Background: an optimization exercise with open tools, aiming at small area, a short achievable clock period and few clock cycles. Do not read the settings as production practice.
In this exercise RTL edits were held to simulation tests only and were not proved equivalent to the original.

==> build 3: inputs <==
==> flow/design.v (excerpt) <==
module ccl_top (
    input  logic                              clk,
    input  logic                              reset,
    input  logic [7:0]                        rom_q,
    output logic [$clog2(128)-1:0] rom_a,
    output logic [$clog2(1024)-1:0]    sram_a,
    output logic [7:0]                        sram_d,
    output logic                              sram_wen,
    output logic                              finish
);
clock: 10.0 ns
lec_check: 0
cap_margin: 20
core_margin: 2
core_utilization: 70
slew_margin: 20
standard.sh (not shown) runs the stock make flow with config.mk's settings and CLKGATE_MAP_FILE= SYNTH_SCRIPT=/design/flow/synth_recipe.tcl, a recipe that flattens the netlist after the stock synthesis.
==> flow/flow/run.sh <==
#!/bin/bash
# The standard layout (the standard.sh: standard synthesis, floorplan,
# placement, CTS, routing, finish), with the timing repair steps asked to
# leave 6.5 ns of setup slack at the design's 10 ns clock instead of 0.
# The constraints (constraint.sdc) are the design's, unchanged.
set -euo pipefail
export SETUP_SLACK_MARGIN=6.5
bash standard.sh synth > synth.log 2>&1
bash standard.sh finish > layout.log 2>&1
==> trial 25 (differences from build 3) <==
--- a/flow/design.v
+++ b/flow/design.v
@@ -33,10 +33,12 @@
     output logic [7:0]                        sram_d,
     output logic                              sram_wen,
     output logic                              finish
 );
     logic m_p1, m_p2, m_fb, m_done;
+    logic swr;       
+    assign sram_wen = !swr;
     logic run;
     logic p1_end;
     assign run = m_p1 || m_p2;
     logic [6:0] tbl [0:127];
     logic [6:0] R, R_n, prv;
@@ -55,11 +57,10 @@
     logic [6:0] lbw_d;
     logic       lbw_en_n;
     logic [4:0] lbw_a_n;
     logic [6:0] lbw_d_n;
     logic [4:0] la_r;            
-    logic [4:0] lr_r;            
     logic [6:0] lb_rd;
     always_ff @(posedge clk) begin
         if (lbw_en) lb[lbw_a] <= lbw_d;
     end
     assign lb_rd = (lbw_en && lbw_a == la_r) ? lbw_d : lb[la_r];
@@ -167,16 +168,15 @@
     assign u_req = m_p1 && px_go && fUn;
     assign ph1   = m_p1 && xv && fUn && !fL && !ph && !u_busy;
     assign sel_en = !xv || px_go;
     assign adv    = sel_en && rem_z && nxt_ready && (y != 6'd32) && run;
     logic        r_r, r_c, r_p;
-    logic [7:0]  pfe;        
     logic [7:0]  ntot;       
     logic [4:0]  rc;         
     logic        pf_space;
     logic        r_root;
-    assign r_root   = (R == pfe[6:0]);
+    assign r_root   = (R == ev[6:0]);
     assign pf_space = (fcnt != 2'd2) || pf_pop;
     assign pf_push  = pf_space && ((r_c && r_root) || r_p);
     assign pf_val   = r_p ? R[4:0] : rc;
     typedef enum logic [2:0] {F_CLR, F_A, F_W, F_C, F_D} fst_t;
     typedef enum logic [1:0] {K_SEED, K_GROW, K_NBR} kind_t;
@@ -229,11 +229,11 @@
         end else if (u_req) begin
             R_n = ua_n;
         end else if (u_a2 && found) begin
             R_n = ub;
         end else if ((r_c && r_root) || r_p) begin
-            R_n = pf_space ? pfe[6:0] + 7'd1 : R;
+            R_n = pf_space ? ev[6:0] + 7'd1 : R;
         end
     end
     logic p1_evt_wr;
     assign p1_end = m_p1 && !xv && (y == 6'd32) && !u_busy && !tw_en;
     assign p1_evt_wr = m_p1 && px_go && fEvt;
@@ -251,11 +251,11 @@
                 tw_a_n  = fb_idx[9:3];
                 tw_d_n  = R | (7'd1 << fb_idx[2:0]);
             end
         end else if (m_p2) begin
             tw_en_n = pf_push;
-            tw_a_n  = pfe[6:0];
+            tw_a_n  = ev[6:0];
             tw_d_n  = {2'b00, pf_val};
         end else if (p1_evt_wr) begin
             tw_en_n = 1'b1;
         end else begin
             tw_en_n = u_link && (ua != ub);
@@ -304,11 +304,15 @@
             swen_n = 1'b0;
         end
     end
     logic sc_done;
     assign sc_done = !xv && rem_z && ((y == 6'd31) || (y == 6'd32));
-    assign b_pop = bq0_v && ((bm == 8'd0) || (b_wr && b_single));
+    logic bm_free, b_direct, b_push;
+    assign bm_free  = (bm == 8'd0) || (b_wr && b_single);
+    assign b_pop    = bq0_v && bm_free;
+    assign b_direct = q2_b && bm_free && !bq0_v;
+    assign b_push   = q2_b && !b_direct;
     always_ff @(posedge clk) begin
         if (q2_f) begin
             case (q2_k)
                 2'd0:    nxt[7:0]   <= rq;
                 2'd1:    nxt[15:8]  <= rq;
@@ -318,11 +322,11 @@
         end
         if (b_pop) begin
             bq0  <= bq1;
             bq0a <= bq1a;
         end
-        if (q2_b) begin
+        if (b_push) begin
             if (b_pop ? !bq1_v : !bq0_v) begin
                 bq0  <= ~rq;
                 bq0a <= bcap;
             end else begin
                 bq1  <= ~rq;
@@ -347,32 +351,30 @@
         prv <= R;
         if (sel_en && run) begin
             if (!rem_z) begin
                 xr   <= xr_r;
                 la_r <= rU ? xr_r : (rUL && !rL) ? xm_r : xp_r;
-                lr_r <= xp_r;
                 fL   <= rL;
                 fUL  <= rUL;
                 fU   <= rU;
                 fUR  <= rUR;
                 fEvt <= !(rL || rUL || rU || rUR);
                 fUn  <= rUR && !rU && (rL || rUL);
                 rem  <= rem & ~ohr;
             end else if (adv) begin
                 xr   <= xr_n;
                 la_r <= nU_ ? xr_n : (nUL_ && !nL_) ? xm_n : xp_n;
-                lr_r <= xp_n;
                 fL   <= nL_;
                 fUL  <= nUL_;
                 fU   <= nU_;
                 fUR  <= nUR_;
                 fEvt <= !(nL_ || nUL_ || nU_ || nUR_);
                 fUn  <= nUR_ && !nU_ && (nL_ || nUL_);
                 rem  <= nxt & ~ohn;
             end
         end
-        if (ph1) la_r <= lr_r;
+        if (ph1) la_r <= la_r + 5'd2;
         if (m_fb && fst == F_A) la_r <= fa_idx[9:5];
         if (px_go) last <= lab;
         sram_a <= sa_n;
         sram_d <= sd_n;
     end
@@ -383,11 +385,11 @@
             m_fb     <= 1'b0;
             m_done   <= 1'b0;
             tw_en    <= 1'b0;
             lbw_en   <= 1'b0;
             rom_a    <= '0;
-            sram_wen <= 1'b1;
+            swr      <= 1'b0;
             finish   <= 1'b0;
             cur      <= '0;
             prev     <= '0;
             rem_z    <= 1'b1;
             nv       <= '0;
@@ -415,11 +417,10 @@
             u_b2     <= 1'b0;
             u_link   <= 1'b0;
             r_r      <= 1'b0;
             r_c      <= 1'b0;
             r_p      <= 1'b0;
-            pfe      <= '0;
             ntot     <= '0;
             rc       <= 5'd1;
             f0       <= '0;
             f1       <= '0;
             fcnt     <= '0;
@@ -434,11 +435,11 @@
             fgb      <= 1'b0;
             visb     <= 1'b0;
         end else begin
             tw_en    <= tw_en_n;
             lbw_en   <= lbw_en_n;
-            sram_wen <= swen_n;
+            swr      <= !swen_n;
             q1_f <= f_req;
             q1_b <= b_req;
             q1_k <= fk[1:0];
             q2_f <= q1_f;
             q2_b <= q1_b;
@@ -448,20 +449,24 @@
             if (f_req) fk <= fk + 3'd1;
             if (b_req) bnext <= bnext + 8'd1;
             if (q2_b) bcap <= bcap + 7'd1;
             if (q2_f) nv[q2_k] <= 1'b1;
             if (b_wr) bm <= bm & (bm - 8'd1);
+            if (b_direct) begin
+                bm    <= ~rq;
+                bcur  <= bcap;
+            end
             if (b_pop) begin
                 bm    <= bq0;
                 bcur  <= bq0a;
-                bq0_v <= bq1_v || (q2_b && bq1_v);
+                bq0_v <= bq1_v;
                 bq1_v <= 1'b0;
-                if (q2_b) begin
+                if (b_push) begin
                     if (bq1_v) bq1_v <= 1'b1;
                     else       bq0_v <= 1'b1;
                 end
-            end else if (q2_b) begin
+            end else if (b_push) begin
                 if (bq0_v) bq1_v <= 1'b1;
                 else       bq0_v <= 1'b1;
             end
             if (sel_en && run) begin
                 if (!rem_z) begin
@@ -490,15 +495,15 @@
             if (u_b2 && found) begin u_b2 <= 1'b0; u_link <= 1'b1; end
             if (u_link && !p1_evt_wr) u_link <= 1'b0;
             if (r_r) begin r_r <= 1'b0; r_c <= 1'b1; end
             if (r_c) begin
                 if (!r_root) begin r_c <= 1'b0; r_p <= 1'b1; end
-                else if (pf_space) begin r_c <= 1'b0; r_r <= (pfe + 8'd1 != ntot); end
+                else if (pf_space) begin r_c <= 1'b0; r_r <= (ev + 8'd1 != ntot); end
             end
-            if (r_p && pf_space) begin r_p <= 1'b0; r_r <= (pfe + 8'd1 != ntot); end
+            if (r_p && pf_space) begin r_p <= 1'b0; r_r <= (ev + 8'd1 != ntot); end
             if (pf_push) begin
-                pfe <= pfe + 8'd1;
+                ev <= ev + 8'd1;
                 if (r_c) rc <= rc + 5'd1;
             end
             case ({pf_push, pf_pop})
                 2'b10: begin
                     if (fcnt == 2'd0) f0 <= pf_val; else f1 <= pf_val;
@@ -528,10 +533,11 @@
             end else if (p1_end) begin
                 m_p1  <= 1'b0;
                 m_p2  <= 1'b1;
                 r_r   <= (ev != 8'd0);
                 ntot  <= ev;
+                ev    <= '0;
                 cur   <= '0;
                 prev  <= '0;
                 rem_z <= 1'b1;
                 y     <= 6'd63;
                 nv    <= '0;
==> flow/flow/run.sh (replaced) <==
#!/bin/bash
# The standard layout (the standard.sh: standard synthesis, floorplan,
# placement, CTS, routing, finish), with the timing repair steps asked to
# leave 6.8 ns of setup slack at the design's 10 ns clock instead of 0.
# The constraints (constraint.sdc) are the design's, unchanged.
set -euo pipefail
export SETUP_SLACK_MARGIN=6.8
bash standard.sh synth > synth.log 2>&1
bash standard.sh finish > layout.log 2>&1
--- a/flow/config.mk
+++ b/flow/config.mk
@@ -5,7 +5,7 @@
 export SDC_FILE = /design/flow/constraint.sdc
 export NUM_CORES = 4
 export LEC_CHECK = 0
 export CAP_MARGIN = 20
 export CORE_MARGIN = 2
-export CORE_UTILIZATION = 70
+export CORE_UTILIZATION = 45
 export SLEW_MARGIN = 20
==> build 17 (differences from build 3) <==
--- a/flow/design.v
+++ b/flow/design.v
@@ -33,10 +33,12 @@
     output logic [7:0]                        sram_d,
     output logic                              sram_wen,
     output logic                              finish
 );
     logic m_p1, m_p2, m_fb, m_done;
+    logic swr;       
+    assign sram_wen = !swr;
     logic run;
     logic p1_end;
     assign run = m_p1 || m_p2;
     logic [6:0] tbl [0:127];
     logic [6:0] R, R_n, prv;
@@ -55,11 +57,10 @@
     logic [6:0] lbw_d;
     logic       lbw_en_n;
     logic [4:0] lbw_a_n;
     logic [6:0] lbw_d_n;
     logic [4:0] la_r;            
-    logic [4:0] lr_r;            
     logic [6:0] lb_rd;
     always_ff @(posedge clk) begin
         if (lbw_en) lb[lbw_a] <= lbw_d;
     end
     assign lb_rd = (lbw_en && lbw_a == la_r) ? lbw_d : lb[la_r];
@@ -167,16 +168,15 @@
     assign u_req = m_p1 && px_go && fUn;
     assign ph1   = m_p1 && xv && fUn && !fL && !ph && !u_busy;
     assign sel_en = !xv || px_go;
     assign adv    = sel_en && rem_z && nxt_ready && (y != 6'd32) && run;
     logic        r_r, r_c, r_p;
-    logic [7:0]  pfe;        
     logic [7:0]  ntot;       
     logic [4:0]  rc;         
     logic        pf_space;
     logic        r_root;
-    assign r_root   = (R == pfe[6:0]);
+    assign r_root   = (R == ev[6:0]);
     assign pf_space = (fcnt != 2'd2) || pf_pop;
     assign pf_push  = pf_space && ((r_c && r_root) || r_p);
     assign pf_val   = r_p ? R[4:0] : rc;
     typedef enum logic [2:0] {F_CLR, F_A, F_W, F_C, F_D} fst_t;
     typedef enum logic [1:0] {K_SEED, K_GROW, K_NBR} kind_t;
@@ -229,11 +229,11 @@
         end else if (u_req) begin
             R_n = ua_n;
         end else if (u_a2 && found) begin
             R_n = ub;
         end else if ((r_c && r_root) || r_p) begin
-            R_n = pf_space ? pfe[6:0] + 7'd1 : R;
+            R_n = pf_space ? ev[6:0] + 7'd1 : R;
         end
     end
     logic p1_evt_wr;
     assign p1_end = m_p1 && !xv && (y == 6'd32) && !u_busy && !tw_en;
     assign p1_evt_wr = m_p1 && px_go && fEvt;
@@ -251,11 +251,11 @@
                 tw_a_n  = fb_idx[9:3];
                 tw_d_n  = R | (7'd1 << fb_idx[2:0]);
             end
         end else if (m_p2) begin
             tw_en_n = pf_push;
-            tw_a_n  = pfe[6:0];
+            tw_a_n  = ev[6:0];
             tw_d_n  = {2'b00, pf_val};
         end else if (p1_evt_wr) begin
             tw_en_n = 1'b1;
         end else begin
             tw_en_n = u_link && (ua != ub);
@@ -304,11 +304,15 @@
             swen_n = 1'b0;
         end
     end
     logic sc_done;
     assign sc_done = !xv && rem_z && ((y == 6'd31) || (y == 6'd32));
-    assign b_pop = bq0_v && ((bm == 8'd0) || (b_wr && b_single));
+    logic bm_free, b_direct, b_push;
+    assign bm_free  = (bm == 8'd0) || (b_wr && b_single);
+    assign b_pop    = bq0_v && bm_free;
+    assign b_direct = q2_b && bm_free && !bq0_v;
+    assign b_push   = q2_b && !b_direct;
     always_ff @(posedge clk) begin
         if (q2_f) begin
             case (q2_k)
                 2'd0:    nxt[7:0]   <= rq;
                 2'd1:    nxt[15:8]  <= rq;
@@ -318,11 +322,11 @@
         end
         if (b_pop) begin
             bq0  <= bq1;
             bq0a <= bq1a;
         end
-        if (q2_b) begin
+        if (b_push) begin
             if (b_pop ? !bq1_v : !bq0_v) begin
                 bq0  <= ~rq;
                 bq0a <= bcap;
             end else begin
                 bq1  <= ~rq;
@@ -347,32 +351,30 @@
         prv <= R;
         if (sel_en && run) begin
             if (!rem_z) begin
                 xr   <= xr_r;
                 la_r <= rU ? xr_r : (rUL && !rL) ? xm_r : xp_r;
-                lr_r <= xp_r;
                 fL   <= rL;
                 fUL  <= rUL;
                 fU   <= rU;
                 fUR  <= rUR;
                 fEvt <= !(rL || rUL || rU || rUR);
                 fUn  <= rUR && !rU && (rL || rUL);
                 rem  <= rem & ~ohr;
             end else if (adv) begin
                 xr   <= xr_n;
                 la_r <= nU_ ? xr_n : (nUL_ && !nL_) ? xm_n : xp_n;
-                lr_r <= xp_n;
                 fL   <= nL_;
                 fUL  <= nUL_;
                 fU   <= nU_;
                 fUR  <= nUR_;
                 fEvt <= !(nL_ || nUL_ || nU_ || nUR_);
                 fUn  <= nUR_ && !nU_ && (nL_ || nUL_);
                 rem  <= nxt & ~ohn;
             end
         end
-        if (ph1) la_r <= lr_r;
+        if (ph1) la_r <= la_r + 5'd2;
         if (m_fb && fst == F_A) la_r <= fa_idx[9:5];
         if (px_go) last <= lab;
         sram_a <= sa_n;
         sram_d <= sd_n;
     end
@@ -383,11 +385,11 @@
             m_fb     <= 1'b0;
             m_done   <= 1'b0;
             tw_en    <= 1'b0;
             lbw_en   <= 1'b0;
             rom_a    <= '0;
-            sram_wen <= 1'b1;
+            swr      <= 1'b0;
             finish   <= 1'b0;
             cur      <= '0;
             prev     <= '0;
             rem_z    <= 1'b1;
             nv       <= '0;
@@ -415,11 +417,10 @@
             u_b2     <= 1'b0;
             u_link   <= 1'b0;
             r_r      <= 1'b0;
             r_c      <= 1'b0;
             r_p      <= 1'b0;
-            pfe      <= '0;
             ntot     <= '0;
             rc       <= 5'd1;
             f0       <= '0;
             f1       <= '0;
             fcnt     <= '0;
@@ -434,11 +435,11 @@
             fgb      <= 1'b0;
             visb     <= 1'b0;
         end else begin
             tw_en    <= tw_en_n;
             lbw_en   <= lbw_en_n;
-            sram_wen <= swen_n;
+            swr      <= !swen_n;
             q1_f <= f_req;
             q1_b <= b_req;
             q1_k <= fk[1:0];
             q2_f <= q1_f;
             q2_b <= q1_b;
@@ -448,20 +449,24 @@
             if (f_req) fk <= fk + 3'd1;
             if (b_req) bnext <= bnext + 8'd1;
             if (q2_b) bcap <= bcap + 7'd1;
             if (q2_f) nv[q2_k] <= 1'b1;
             if (b_wr) bm <= bm & (bm - 8'd1);
+            if (b_direct) begin
+                bm    <= ~rq;
+                bcur  <= bcap;
+            end
             if (b_pop) begin
                 bm    <= bq0;
                 bcur  <= bq0a;
-                bq0_v <= bq1_v || (q2_b && bq1_v);
+                bq0_v <= bq1_v;
                 bq1_v <= 1'b0;
-                if (q2_b) begin
+                if (b_push) begin
                     if (bq1_v) bq1_v <= 1'b1;
                     else       bq0_v <= 1'b1;
                 end
-            end else if (q2_b) begin
+            end else if (b_push) begin
                 if (bq0_v) bq1_v <= 1'b1;
                 else       bq0_v <= 1'b1;
             end
             if (sel_en && run) begin
                 if (!rem_z) begin
@@ -490,15 +495,15 @@
             if (u_b2 && found) begin u_b2 <= 1'b0; u_link <= 1'b1; end
             if (u_link && !p1_evt_wr) u_link <= 1'b0;
             if (r_r) begin r_r <= 1'b0; r_c <= 1'b1; end
             if (r_c) begin
                 if (!r_root) begin r_c <= 1'b0; r_p <= 1'b1; end
-                else if (pf_space) begin r_c <= 1'b0; r_r <= (pfe + 8'd1 != ntot); end
+                else if (pf_space) begin r_c <= 1'b0; r_r <= (ev + 8'd1 != ntot); end
             end
-            if (r_p && pf_space) begin r_p <= 1'b0; r_r <= (pfe + 8'd1 != ntot); end
+            if (r_p && pf_space) begin r_p <= 1'b0; r_r <= (ev + 8'd1 != ntot); end
             if (pf_push) begin
-                pfe <= pfe + 8'd1;
+                ev <= ev + 8'd1;
                 if (r_c) rc <= rc + 5'd1;
             end
             case ({pf_push, pf_pop})
                 2'b10: begin
                     if (fcnt == 2'd0) f0 <= pf_val; else f1 <= pf_val;
@@ -528,10 +533,11 @@
             end else if (p1_end) begin
                 m_p1  <= 1'b0;
                 m_p2  <= 1'b1;
                 r_r   <= (ev != 8'd0);
                 ntot  <= ev;
+                ev    <= '0;
                 cur   <= '0;
                 prev  <= '0;
                 rem_z <= 1'b1;
                 y     <= 6'd63;
                 nv    <= '0;
==> flow/flow/run.sh (replaced) <==
#!/bin/bash
# The standard layout (the standard.sh: standard synthesis, floorplan,
# placement, CTS, routing, finish), with the timing repair steps asked to
# leave 7.0 ns of setup slack at the design's 10 ns clock instead of 0.
# The constraints (constraint.sdc) are the design's, unchanged.
set -euo pipefail
export SETUP_SLACK_MARGIN=7.0
bash standard.sh synth > synth.log 2>&1
bash standard.sh finish > layout.log 2>&1
--- a/flow/config.mk
+++ b/flow/config.mk
@@ -5,7 +5,7 @@
 export SDC_FILE = /design/flow/constraint.sdc
 export NUM_CORES = 4
 export LEC_CHECK = 0
 export CAP_MARGIN = 20
 export CORE_MARGIN = 2
-export CORE_UTILIZATION = 70
+export CORE_UTILIZATION = 45
 export SLEW_MARGIN = 20
==> trial 1 (differences from build 3) <==
--- a/flow/design.v
+++ b/flow/design.v
@@ -54,17 +54,17 @@
     logic [4:0] lbw_a;
     logic [6:0] lbw_d;
     logic       lbw_en_n;
     logic [4:0] lbw_a_n;
     logic [6:0] lbw_d_n;
-    logic [4:0] la_r;            
-    logic [4:0] lr_r;            
-    logic [6:0] lb_rd;
+    logic [4:0] la_r, lr_r;      
+    logic [6:0] lba_rd, lbb_rd;
     always_ff @(posedge clk) begin
         if (lbw_en) lb[lbw_a] <= lbw_d;
     end
-    assign lb_rd = (lbw_en && lbw_a == la_r) ? lbw_d : lb[la_r];
+    assign lba_rd = (lbw_en && lbw_a == la_r) ? lbw_d : lb[la_r];
+    assign lbb_rd = (lbw_en && lbw_a == lr_r) ? lbw_d : lb[lr_r];
     logic [7:0]  rq;         
     assign rq = {rom_q[0], rom_q[1], rom_q[2], rom_q[3], rom_q[4], rom_q[5], rom_q[6], rom_q[7]};
     logic [31:0] cur, prev, nxt;
     logic [3:0]  nv;
     logic [5:0]  frow;       
@@ -139,11 +139,10 @@
     logic [6:0]  lab;
     logic [6:0]  ua_n;
     logic        sel_en;
     logic        adv;
     logic        overflow;
-    logic        ph, ph1;
     logic [4:0]  f0, f1;
     logic [1:0]  fcnt;
     logic        pf_push, pf_pop;
     logic [4:0]  pf_val;
     logic        u_a1, u_a2, u_b1, u_b2, u_link;
@@ -152,22 +151,22 @@
     logic        u_req;
     logic        found;
     assign u_busy   = u_a1 || u_a2 || u_b1 || u_b2 || u_link;
     assign found    = (R == prv);
     assign overflow = m_p1 && xv && fEvt && ev[7];
-    assign px_go    = xv && ((m_p1 && !(fUn && u_busy) && !(fEvt && ev[7]) && !(fUn && !fL && !ph)) ||
+    assign px_go    = xv && ((m_p1 && !(fUn && u_busy) && !(fEvt && ev[7])) ||
                              (m_p2 && (!fEvt || (fcnt != 2'd0))));
     assign pf_pop   = m_p2 && xv && fEvt && (fcnt != 2'd0);
     always_comb begin
-        if (fL)                    lab = last;
-        else if (fU || fUL || fUR) lab = lb_rd;
+        if (fL)             lab = last;
+        else if (fU || fUL) lab = lba_rd;
+        else if (fUR)       lab = lbb_rd;
         else if (m_p1)      lab = ev[6:0];
         else                lab = {2'b00, f0};
     end
-    assign ua_n  = fL ? last : ua;
+    assign ua_n  = fL ? last : lba_rd;
     assign u_req = m_p1 && px_go && fUn;
-    assign ph1   = m_p1 && xv && fUn && !fL && !ph && !u_busy;
     assign sel_en = !xv || px_go;
     assign adv    = sel_en && rem_z && nxt_ready && (y != 6'd32) && run;
     logic        r_r, r_c, r_p;
     logic [7:0]  pfe;        
     logic [7:0]  ntot;       
@@ -273,11 +272,11 @@
                 lbw_a_n  = fb_idx[4:0];
                 lbw_d_n  = 7'd0;
             end else begin
                 lbw_en_n = f_set && (fb_idx[2:0] == 3'd7);
                 lbw_a_n  = fb_idx[9:5];
-                lbw_d_n  = lb_rd | (7'd1 << fb_idx[4:3]);
+                lbw_d_n  = lbb_rd | (7'd1 << fb_idx[4:3]);
             end
         end
     end
     logic [9:0] sa_n;
     logic [7:0] sd_n;
@@ -331,49 +330,46 @@
         end
         tw_a  <= tw_a_n;
         tw_d  <= tw_d_n;
         lbw_a <= lbw_a_n;
         lbw_d <= lbw_d_n;
-        if (ph1) begin
-            ua <= lb_rd;
-        end else if (u_req) begin
+        if (u_req) begin
             ua <= ua_n;
-            ub <= lb_rd;
+            ub <= lbb_rd;
         end else if (u_a2 && found) begin
             ua <= R;
         end else if (u_b2 && found) begin
             ub <= R;
         end
         R   <= R_n;
         prv <= R;
         if (sel_en && run) begin
             if (!rem_z) begin
                 xr   <= xr_r;
-                la_r <= rU ? xr_r : (rUL && !rL) ? xm_r : xp_r;
+                la_r <= rU ? xr_r : xm_r;
                 lr_r <= xp_r;
                 fL   <= rL;
                 fUL  <= rUL;
                 fU   <= rU;
                 fUR  <= rUR;
                 fEvt <= !(rL || rUL || rU || rUR);
                 fUn  <= rUR && !rU && (rL || rUL);
                 rem  <= rem & ~ohr;
             end else if (adv) begin
                 xr   <= xr_n;
-                la_r <= nU_ ? xr_n : (nUL_ && !nL_) ? xm_n : xp_n;
+                la_r <= nU_ ? xr_n : xm_n;
                 lr_r <= xp_n;
                 fL   <= nL_;
                 fUL  <= nUL_;
                 fU   <= nU_;
                 fUR  <= nUR_;
                 fEvt <= !(nL_ || nUL_ || nU_ || nUR_);
                 fUn  <= nUR_ && !nU_ && (nL_ || nUL_);
                 rem  <= nxt & ~ohn;
             end
         end
-        if (ph1) la_r <= lr_r;
-        if (m_fb && fst == F_A) la_r <= fa_idx[9:5];
+        if (m_fb && fst == F_A) lr_r <= fa_idx[9:5];
         if (px_go) last <= lab;
         sram_a <= sa_n;
         sram_d <= sd_n;
     end
     always_ff @(posedge clk or posedge reset) begin
@@ -405,11 +401,10 @@
             bm       <= '0;
             bcur     <= '0;
             bq0_v    <= 1'b0;
             bq1_v    <= 1'b0;
             xv       <= 1'b0;
-            ph       <= 1'b0;
             ev       <= '0;
             u_a1     <= 1'b0;
             u_a2     <= 1'b0;
             u_b1     <= 1'b0;
             u_b2     <= 1'b0;
@@ -479,12 +474,10 @@
                 end else begin
                     xv    <= 1'b0;
                 end
             end
             if (p1_evt_wr) ev <= ev + 8'd1;
-            if (ph1) ph <= 1'b1;
-            else if (px_go) ph <= 1'b0;
             if (u_req) u_a1 <= 1'b1;
             if (u_a1) begin u_a1 <= 1'b0; u_a2 <= (ua != ub); end
             if (u_a2 && found) begin u_a2 <= 1'b0; u_b1 <= 1'b1; end
             if (u_b1) begin u_b1 <= 1'b0; u_b2 <= 1'b1; end
             if (u_b2 && found) begin u_b2 <= 1'b0; u_link <= 1'b1; end
@@ -581,11 +574,11 @@
                         end
                     end
                     F_W: fst <= F_C;
                     F_C: begin
                         fgb  <= rq[fb_idx[2:0]];
-                        visb <= (fb_idx[2:0] == 3'd7) ? lb_rd[fb_idx[4:3]] : R[fb_idx[2:0]];
+                        visb <= (fb_idx[2:0] == 3'd7) ? lbb_rd[fb_idx[4:3]] : R[fb_idx[2:0]];
                         fst  <= F_D;
                     end
                     default: begin
                         fst <= F_A;
                         case (kind)
--- a/flow/config.mk
+++ b/flow/config.mk
@@ -5,7 +5,7 @@
 export SDC_FILE = /design/flow/constraint.sdc
 export NUM_CORES = 4
 export LEC_CHECK = 0
 export CAP_MARGIN = 20
 export CORE_MARGIN = 2
-export CORE_UTILIZATION = 70
+export CORE_UTILIZATION = 40
 export SLEW_MARGIN = 20
==> results.sh <==
export IMPL_pin_count_of_the_biggest_net_entering_global_routing=177
export IMPL_avgRoutedWirePerCell_um=36.8
export IMPL_final_cell_mix="edfxtp_1, nor2_1, nand2_1"
export IMPL_timing_final_crit_period_ns=3.78
export IMPL_worstMarginPinSlew_ns=1.29
export IMPL_post_synth_fa_ha_maj_area_fraction=0.0107
export IMPL_fp_coreArea_um2=98400
export IMPL_cts_resized=123
export IMPL_final_layout_size_suffix_gt1_frac=0.192
export IMPL_fin_total_pwr_mw=13.0
export IMPL_routed_wl_met2_um=106000
export IMPL_place_area_um2=70600
export IMPL_area_growth_synth_to_final_pct=11.6
export IMPL_signal_buffers_share_of_area=0.0272
export IMPL_slew_limit_headroom=0.136
export IMPL_wirelength_met1_um=76500
export IMPL_power_switching_share=0.214
export IMPL_status="finished clean"
export IMPL_ys_top_cells_by_count="edfxtp_1, nor2_1, nand2_1"
export IMPL_cp_depth=9
export IMPL_synth_compound_area_frac=0.0850
(the above is from build 3)
==> results.sh <==
export IMPL_status="finished clean"
export IMPL_place_area_um2=71000
export IMPL_ys_top_cells_by_count="edfxtp_1, nor2_1, nand2_1"
export IMPL_routed_wl_met2_um=87900
export IMPL_timing_final_crit_period_ns=3.34
export IMPL_pin_count_of_the_biggest_net_entering_global_routing=103
export IMPL_synth_compound_area_frac=0.0776
export IMPL_fin_total_pwr_mw=13.0
export IMPL_worstMarginPinSlew_ns=1.14
export IMPL_power_switching_share=0.202
export IMPL_area_growth_synth_to_final_pct=16.2
export IMPL_wirelength_met1_um=85300
export IMPL_slew_limit_headroom=0.235
export IMPL_post_synth_fa_ha_maj_area_fraction=0.0117
export IMPL_avgRoutedWirePerCell_um=27.5
(the above is from trial 25)
==> results.sh <==
export IMPL_synth_compound_area_frac=0.0825
export IMPL_post_synth_fa_ha_maj_area_fraction=0.0104
export IMPL_worstMarginPinSlew_ns=1.11
export IMPL_final_layout_size_suffix_gt1_frac=0.202
export IMPL_status="finished clean"
export IMPL_power_switching_share=0.208
export IMPL_place_area_um2=73200
export IMPL_signal_buffers_share_of_area=0.0276
export IMPL_pin_count_of_the_biggest_net_entering_global_routing=170
export IMPL_slew_limit_headroom=0.255
export IMPL_fp_coreArea_um2=176000
export IMPL_timing_final_crit_period_ns=3.52
export IMPL_avgRoutedWirePerCell_um=27.8
(the above is from trial 1)
==> results.sh <==
export IMPL_fin_total_pwr_mw=13.2
export IMPL_slew_limit_headroom=0.0463
export IMPL_cts_resized=424
export IMPL_signal_buffers_share_of_area=0.0617
export IMPL_place_area_um2=71000
export IMPL_post_synth_fa_ha_maj_area_fraction=0.0117
export IMPL_final_cell_mix="edfxtp_1, buf_4, nor2_1"
export IMPL_ys_top_cells_by_count="edfxtp_1, nor2_1, nand2_1"
export IMPL_avgRoutedWirePerCell_um=27.7
export IMPL_worstMarginPinSlew_ns=1.43
export IMPL_synth_compound_area_frac=0.0776
export IMPL_status="finished clean"
export IMPL_timing_final_crit_period_ns=3.43
export IMPL_routed_wl_met2_um=91300
export IMPL_area_growth_synth_to_final_pct=20.4
export IMPL_final_layout_size_suffix_gt1_frac=0.289
export IMPL_cp_depth=1
export IMPL_cts_clk_slew_worst_paths_ns=0.06
(the above is from build 17)
Testbench counts of build 3, summed over its fixed seeds: cycles 33,226.
Testbench counts of trial 25, summed over its fixed seeds: cycles 33,171.
Testbench counts of build 17, summed over its fixed seeds: cycles 33,171.
Testbench counts of trial 1, summed over its fixed seeds: cycles 33,184.

==> re-timing with driven ports <==
The flow's constraints put no driver on any port. The routed layouts listed below were extracted and timed again, unchanged, in two steps. Step 1: set_driving_cell puts a clkbuf_16 on clk and a buf_2 on each other input, an assumption about the parent block. Step 2, shift: input delay + t, output delay - t, t = (earliest + latest rising clock arrival at the registers) / 2. This alone moves slack from input paths to output paths. Three values: ideal, step 1, step 2; two values: the first two.
| run | shift t [ns] | setup slack, ns | hold WS [ns] |
|---|---|---|---|
| build 3 | 0.871 | 6.215 / 6.215 / 5.997 | 0.361 / 0.361 / 0.361 |
| trial 25 | 0.863 | 6.656 / 6.575 / 6.261 | 0.356 / 0.356 / 0.356 |
| build 17 | 0.896 | 6.573 / 6.486 / 6.186 | 0.356 / 0.356 / 0.356 |
| trial 1 | 0.895 | 6.478 / 6.448 / 5.944 | 0.370 / 0.370 / 0.370 |
After both steps every run listed still meets setup and hold. For trial 1, which loses most, drivers alone change the setup slack by -0.030 ns; drivers and shift together by -0.534 ns. Setup slack includes reset recovery checks.
